What follows belongs to an exercise in optimizing a design on an open flow for small area, a short achievable clock period and few clock cycles; a production flow would make more cautious choices. Where RTL was checked, it was by simulation tests only, not by an equivalence proof against the original. Power is estimated from default activity; no workload was simulated.

lane 1:
## indel_edit_distance_traceback
module indel_edit_distance_traceback #(
  parameter int MAX_LEN = edt_pkg::MAX_LEN_DEF
) (
  input  logic         clk,
  input  logic         rst,
  input  logic         cfg_we,
  input  logic         cfg_index,
  input  logic [4:0]   cfg_data,
  input  logic         load_valid,
  output logic         load_ready,
  input  logic [3:0]   load_position,
  input  logic [7:0]   load_base_symbol,
  input  logic [7:0]   load_target_symbol,
  input  logic         load_last_load,
  output logic         result_valid,
  input  logic         result_ready,
  output logic [1:0]   result_op_kind,
  output logic [7:0]   result_op_symbol,
  output logic signed [4:0] result_base_index,
  output logic [5:0]   result_distance,
  output logic         result_last_op
);
For scale: ~3100 cells after synthesis, about 1200 flip-flops, ~56 I/O pins.
Settings: LEC_CHECK=0, CAP_MARGIN=20, CORE_MARGIN=2, CORE_UTILIZATION=40, SETUP_SLACK_MARGIN=4.3, SLEW_MARGIN=20; clock period 7.0 ns.
run.sh (not shown) runs the stock make flow with config.mk's settings and CLKGATE_MAP_FILE= SYNTH_SCRIPT=/design/flow/synth_recipe.tcl, a recipe that flattens the netlist after the stock synthesis.
Lane 1 completed end to end with timing, DRC and antenna clean.
Edits applied to the flow inputs when going from lane 1 to lane 2:
- a change of SETUP_SLACK_MARGIN from 4.3 to 4.0
Notes after the runs:
Changes observed in lane 2 relative to lane 1: met3 wire length increased 760 um, final design utilization essentially unchanged.
Diff lane 1..lane 2 | maximum fanout along the worst path | unchanged
Clock period minus final worst setup slack came out higher on lane 2 than on lane 1.
Summary of lane 2 over lane 1: first-pass GRT wire length now sits higher; via count of the first global-routing pass now sits lower.
No functional check of the RTL was part of any run of this note.

---

## cedar
indel_edit_distance_traceback, a different RTL version from the one above (not shown whole).
Size: ~3100 cells after synthesis, roughly 1200 flip-flops, ~56 I/O pins.
## indel_edit_distance_traceback
module indel_edit_distance_traceback #(
  parameter int MAX_LEN = edt_pkg::MAX_LEN_DEF
) (
  input  logic         clk,
  input  logic         rst,
  input  logic         cfg_we,
  input  logic         cfg_index,
  input  logic [4:0]   cfg_data,
  input  logic         load_valid,
  output logic         load_ready,
  input  logic [3:0]   load_position,
  input  logic [7:0]   load_base_symbol,
  input  logic [7:0]   load_target_symbol,
  input  logic         load_last_load,
  output logic         result_valid,
  input  logic         result_ready,
  output logic [1:0]   result_op_kind,
  output logic [7:0]   result_op_symbol,
  output logic signed [4:0] result_base_index,
  output logic [5:0]   result_distance,
  output logic         result_last_op
);
export LEC_CHECK = 0
export CAP_MARGIN = 20
export CORE_MARGIN = 2
export CORE_UTILIZATION = 60
export PLACE_DENSITY = 0.7
export SETUP_SLACK_MARGIN = 4.4
export SLEW_MARGIN = 20
create_clock -name core_clock -period 7.0 [get_ports {clk}]
Testbench counts of cedar, summed over its fixed seeds: cycles 23,307.
#### Input delta (pepper over cedar)
Settings: an added CTS_BUF_LIST of sky130_fd_sc_hd__clkbuf_4 sky130_fd_sc_hd__clkbuf_8.
### Flow results
- Count of inverters other than clock inverters in the layout went down by a few percent going from cedar to pepper.
- pepper and cedar ended up with roughly the same clock-pin slew of the registers on the worst-case setup and hold paths.
- Taking cedar as the reference, in pepper worst setup slack decreased 180 ps, area growth from synthesis to layout went down, maximum level of the CTS H-tree +1, largest stage delay on the critical path climbed 20 ps.
- In the reports for pepper and cedar, the smaller clock-buffer cell count belongs to cedar.
- Logic gate share of total power, pepper and cedar: smaller value in cedar
- In terms of sequential cell area, pepper and cedar differ only marginally.
- Against cedar, pepper comes in 0.21 points higher on overall fraction of global-route tracks in use.
--- input diff pepper..tundra ---
Settings: an added CTS_CLUSTER_DIAMETER of 80; an added ABC_AREA of 1; a deleted CTS_BUF_LIST that had been sky130_fd_sc_hd__clkbuf_4 sky130_fd_sc_hd__clkbuf_8; an added CTS_CLUSTER_SIZE of 30.
## What came out
- Setup slack after layout ends up lower on pepper.
- Summary of tundra over pepper: hold slack about even, cell area after synthesis rose 580 µm².
### tundra -> fjord
Settings: ABC_AREA no longer set, was 1; SETUP_SLACK_MARGIN now 4.3, was 4.4.
[summary]
- fjord: non-clock buffer instance count of the final layout lower than tundra
- Die area of fjord falls short of that of tundra slightly.
- fjord vs tundra, instance count: fjord lower
- The total number of nets in the final design of fjord is lower than that of tundra.
- Setup WNS tundra -> fjord: worse
- Routed metal-1 wirelength ends up higher on tundra.
- Share of power burned in the clock network (fjord over tundra): decrease, 0.6 points
- fjord: number of cells in the design after placement is 939 lower than what tundra reported.
For willow, these inputs were changed with respect to fjord:
Settings: SETUP_SLACK_MARGIN now 4.6, was 4.3.
==> comparison <==
Going from fjord to willow, minimum setup slack in the final design went up 31 ps, combinational power went up 32%, switching part of the total power went up 1.4 points. met2 usage in global routing on willow is up relative to fjord.
--- input diff willow..juniper ---
Settings: SETUP_SLACK_MARGIN now 4.5, was 4.6.
[summary]
juniper went all the way through synthesis, placement and routing and the layout is clean on timing, DRC and antenna. Looking at part of the power in combinational logic, juniper sits 1.9 points lower than willow does. Compared with willow, in juniper horizontal die dimension did not really move, number of buffers created by CTS now sits lower, shortest clock period the worst path allows after layout climbed 67 ps, area growth from synthesis to layout moved down. In terms of part of the power in the clock network, willow and juniper differ only marginally. Routed wire length: juniper better than willow. Compared willow against juniper; max-capacitance violation count within noise.

---

Setup of the reference run:
indel_edit_distance_traceback, a different RTL version from the one above (not shown whole).
For scale: ~2400 cells after synthesis, roughly 1100 flip-flops, about 41000 µm² of cells after synthesis.
==> flow/config.mk <==
export PLATFORM = sky130hd
export DESIGN_NAME = indel_edit_distance_traceback
export DESIGN_NICKNAME = indel_edit_distance_traceback
export VERILOG_FILES = /design/flow/design.v
export SDC_FILE = /design/flow/constraint.sdc
export NUM_CORES = 4
export LEC_CHECK = 0
export CAP_MARGIN = 20
export CORE_MARGIN = 2
export CORE_UTILIZATION = 40
export SLEW_MARGIN = 20
==> flow/constraint.sdc <==
create_clock -name core_clock -period 7.0 [get_ports {clk}]
set_input_delay 1.4000 -clock core_clock [delete_from_list [all_inputs] [get_ports {clk}]]
set_output_delay 1.4000 -clock core_clock [all_outputs]
set_load 0.01 [all_outputs]
Testbench counts of the reference run, summed over its fixed seeds: cycles 24,571.
Modified inputs, the trial run compared to the reference run
Settings: putting SETUP_SLACK_MARGIN at 4.0 where nothing was set; putting ABC_CLOCK_PERIOD_IN_PS at 2500 where nothing was set.
[summary]
Final cell count without fillers: lower on the reference run. Compared with the reference run, the trial run shows a lower part of the power in the clock network. For the reference run, the termination of the worst setup path was f_base[92]$_DFFE_PP_, unlike the trial run, where it was t_base[21]$_DFFE_PN_. Relative to the reference run, the post-synthesis to final-layout area growth of the trial run is higher by 19 points. Going from the reference run to the trial run, fraction of area in multi-input gates up 1.2 points, design internal power moved up.

---

Setup of run A:
RTL: one of the versions met above, not the one the previous note started from.
For scale: about 1200 flip-flops, ~56 I/O pins.
Settings: LEC_CHECK=0, CAP_MARGIN=20, CORE_MARGIN=2, CORE_UTILIZATION=60, CTS_CLUSTER_DIAMETER=80, CTS_CLUSTER_SIZE=30, PLACE_DENSITY=0.7, SETUP_SLACK_MARGIN=4.4, SLEW_MARGIN=20; clock period 7.0 ns.
Run A ended with every stage complete and zero timing, DRC or antenna violations.
Testbench counts of run A, summed over its fixed seeds: cycles 23,307.
## Diff of input files: run B against run A
# run A
export LEC_CHECK = 0
export CAP_MARGIN = 20
export CORE_MARGIN = 2
export CORE_UTILIZATION = 60
export CTS_CLUSTER_DIAMETER = 80
export CTS_CLUSTER_SIZE = 30
export PLACE_DENSITY = 0.7
export SETUP_SLACK_MARGIN = 4.4
export SLEW_MARGIN = 20
create_clock -name core_clock -period 7.0 [get_ports {clk}]
# run B
export LEC_CHECK = 0
export CAP_MARGIN = 20
export CORE_MARGIN = 2
export CORE_UTILIZATION = 70
export PLACE_DENSITY = 0.8
export SETUP_SLACK_MARGIN = 4.4
export SLEW_MARGIN = 20
create_clock -name core_clock -period 7.0 [get_ports {clk}]
--- outcome ---
- Min met1 track demand over resource across run A and run B: run A
- [compare] base=run A new=run B: hold slack has remained practically unchanged, number of nets in the layout climbed 60, count of TritonRoute iterations in the first routing pass has decreased, global-route usage climbed 7.2 points.
- Compared to run A, run B has fraction of final layout cells sized beyond drive strength 1 1.7 points higher.
- Changes observed in run B relative to run A: power per cell area climbed 34 mW/mm^2, final worst-path setup slack fell 64 ps, worst-case clock skew now smaller, delay contributed by the slowest stage of the critical path rose by 20 ps.
Input changes introduced in run C (baseline for comparison: run B):
# run B
export LEC_CHECK = 0
export CAP_MARGIN = 20
export CORE_MARGIN = 2
export CORE_UTILIZATION = 70
export PLACE_DENSITY = 0.8
export SETUP_SLACK_MARGIN = 4.4
export SLEW_MARGIN = 20
create_clock -name core_clock -period 7.0 [get_ports {clk}]
# run C
export LEC_CHECK = 0
export CAP_MARGIN = 20
export CORE_MARGIN = 2
export CORE_UTILIZATION = 60
export CTS_CLUSTER_DIAMETER = 80
export CTS_CLUSTER_SIZE = 30
export PLACE_DENSITY = 0.7
export SETUP_SLACK_MARGIN = 4.2
export SLEW_MARGIN = 20
create_clock -name core_clock -period 7.0 [get_ports {clk}]
Notes after the runs:
On run C: worst reg2reg path depth is 5 lower than what run B gave. Fraction of standard cell area that is sequential was lower in run B than in run C. Summary of run C over run B: number of cells after detailed placement shows an increase of 175, final instance area dropped about 4.3%. From run B to run C the numbers moved as follows: simple-gate share of the synthesized area roughly the same; final worst-path setup slack roughly the same. Power (run B / run C): 1.16. Diff run B -> run C | post-placement cell area | up slightly. Summary of the comparison: routed wire length is lower in run C, relative to run B. Summary — number of well taps, run C relative to run B: higher, by 19%. In run C the number of clock buffers in the layout turned out about 50% lower than in run B.

==> port drivers added, routing unchanged <==
The flow's constraints put no driver on any port. The routed layouts listed below were extracted and timed again, unchanged, in two steps.
Step 1 (the two cells are an assumption about what drives the block):
set clk [get_ports {clk}]
set_driving_cell -lib_cell sky130_fd_sc_hd__clkbuf_16 $clk
set_driving_cell -lib_cell sky130_fd_sc_hd__buf_2 [delete_from_list [all_inputs] $clk]
Step 2 also shifts input and output timing later by t, the mid clock arrival at the registers, as if the neighbouring blocks saw the same clock.
Slacks: ideal / step 1 / step 2; pairs: ideal / step 1.
run | t (ns) | setup WS [ns] | worst setup path at the end | worst register clock-pin slew, ns | worst slew at a driven data input, ns
lane 1 | 0.770 | 4.177 / 4.124 / 3.420 | input to register | 0.07 / 0.07 | 0.18
lane 2 | 0.772 | 4.005 / 3.960 / 3.287 | input to register | 0.07 / 0.07 | 0.05
cedar | 0.740 | 4.261 / 4.190 / 3.607 | input to register | 0.07 / 0.07 | 0.11
pepper | 0.893 | 4.080 / 4.018 / 3.508 | input to register | 0.07 / 0.07 | 0.06
tundra | 0.717 | 4.261 / 4.189 / 3.673 | input to register | 0.12 / 0.12 | 0.06
fjord | 0.722 | 4.210 / 4.210 / 3.562 | input to register | 0.11 / 0.11 | 0.05
willow | 0.715 | 4.241 / 4.207 / 3.622 | input to register | 0.12 / 0.12 | 0.11
juniper | 0.719 | 4.174 / 4.159 / 3.530 | input to register | 0.12 / 0.12 | 0.11
the reference run | 0.730 | 1.955 / 1.955 / 1.955 | register to register | 0.06 / 0.06 | 0.04
the trial run | 0.772 | 3.308 / 3.308 / 3.136 | input to register | 0.07 / 0.07 | 0.06
run A | 0.714 | 4.278 / 4.209 / 3.615 | input to register | 0.12 / 0.12 | 0.11
run B | 0.750 | 4.215 / 4.147 / 3.572 | input to register | 0.08 / 0.08 | 0.09
run C | 0.714 | 4.214 / 4.200 / 3.548 | input to register | 0.12 / 0.12 | 0.06
After both steps setup and hold are still met in every run listed. For lane 1, which loses most, drivers alone change the setup slack by -0.053 ns; drivers and shift together by -0.757 ns.
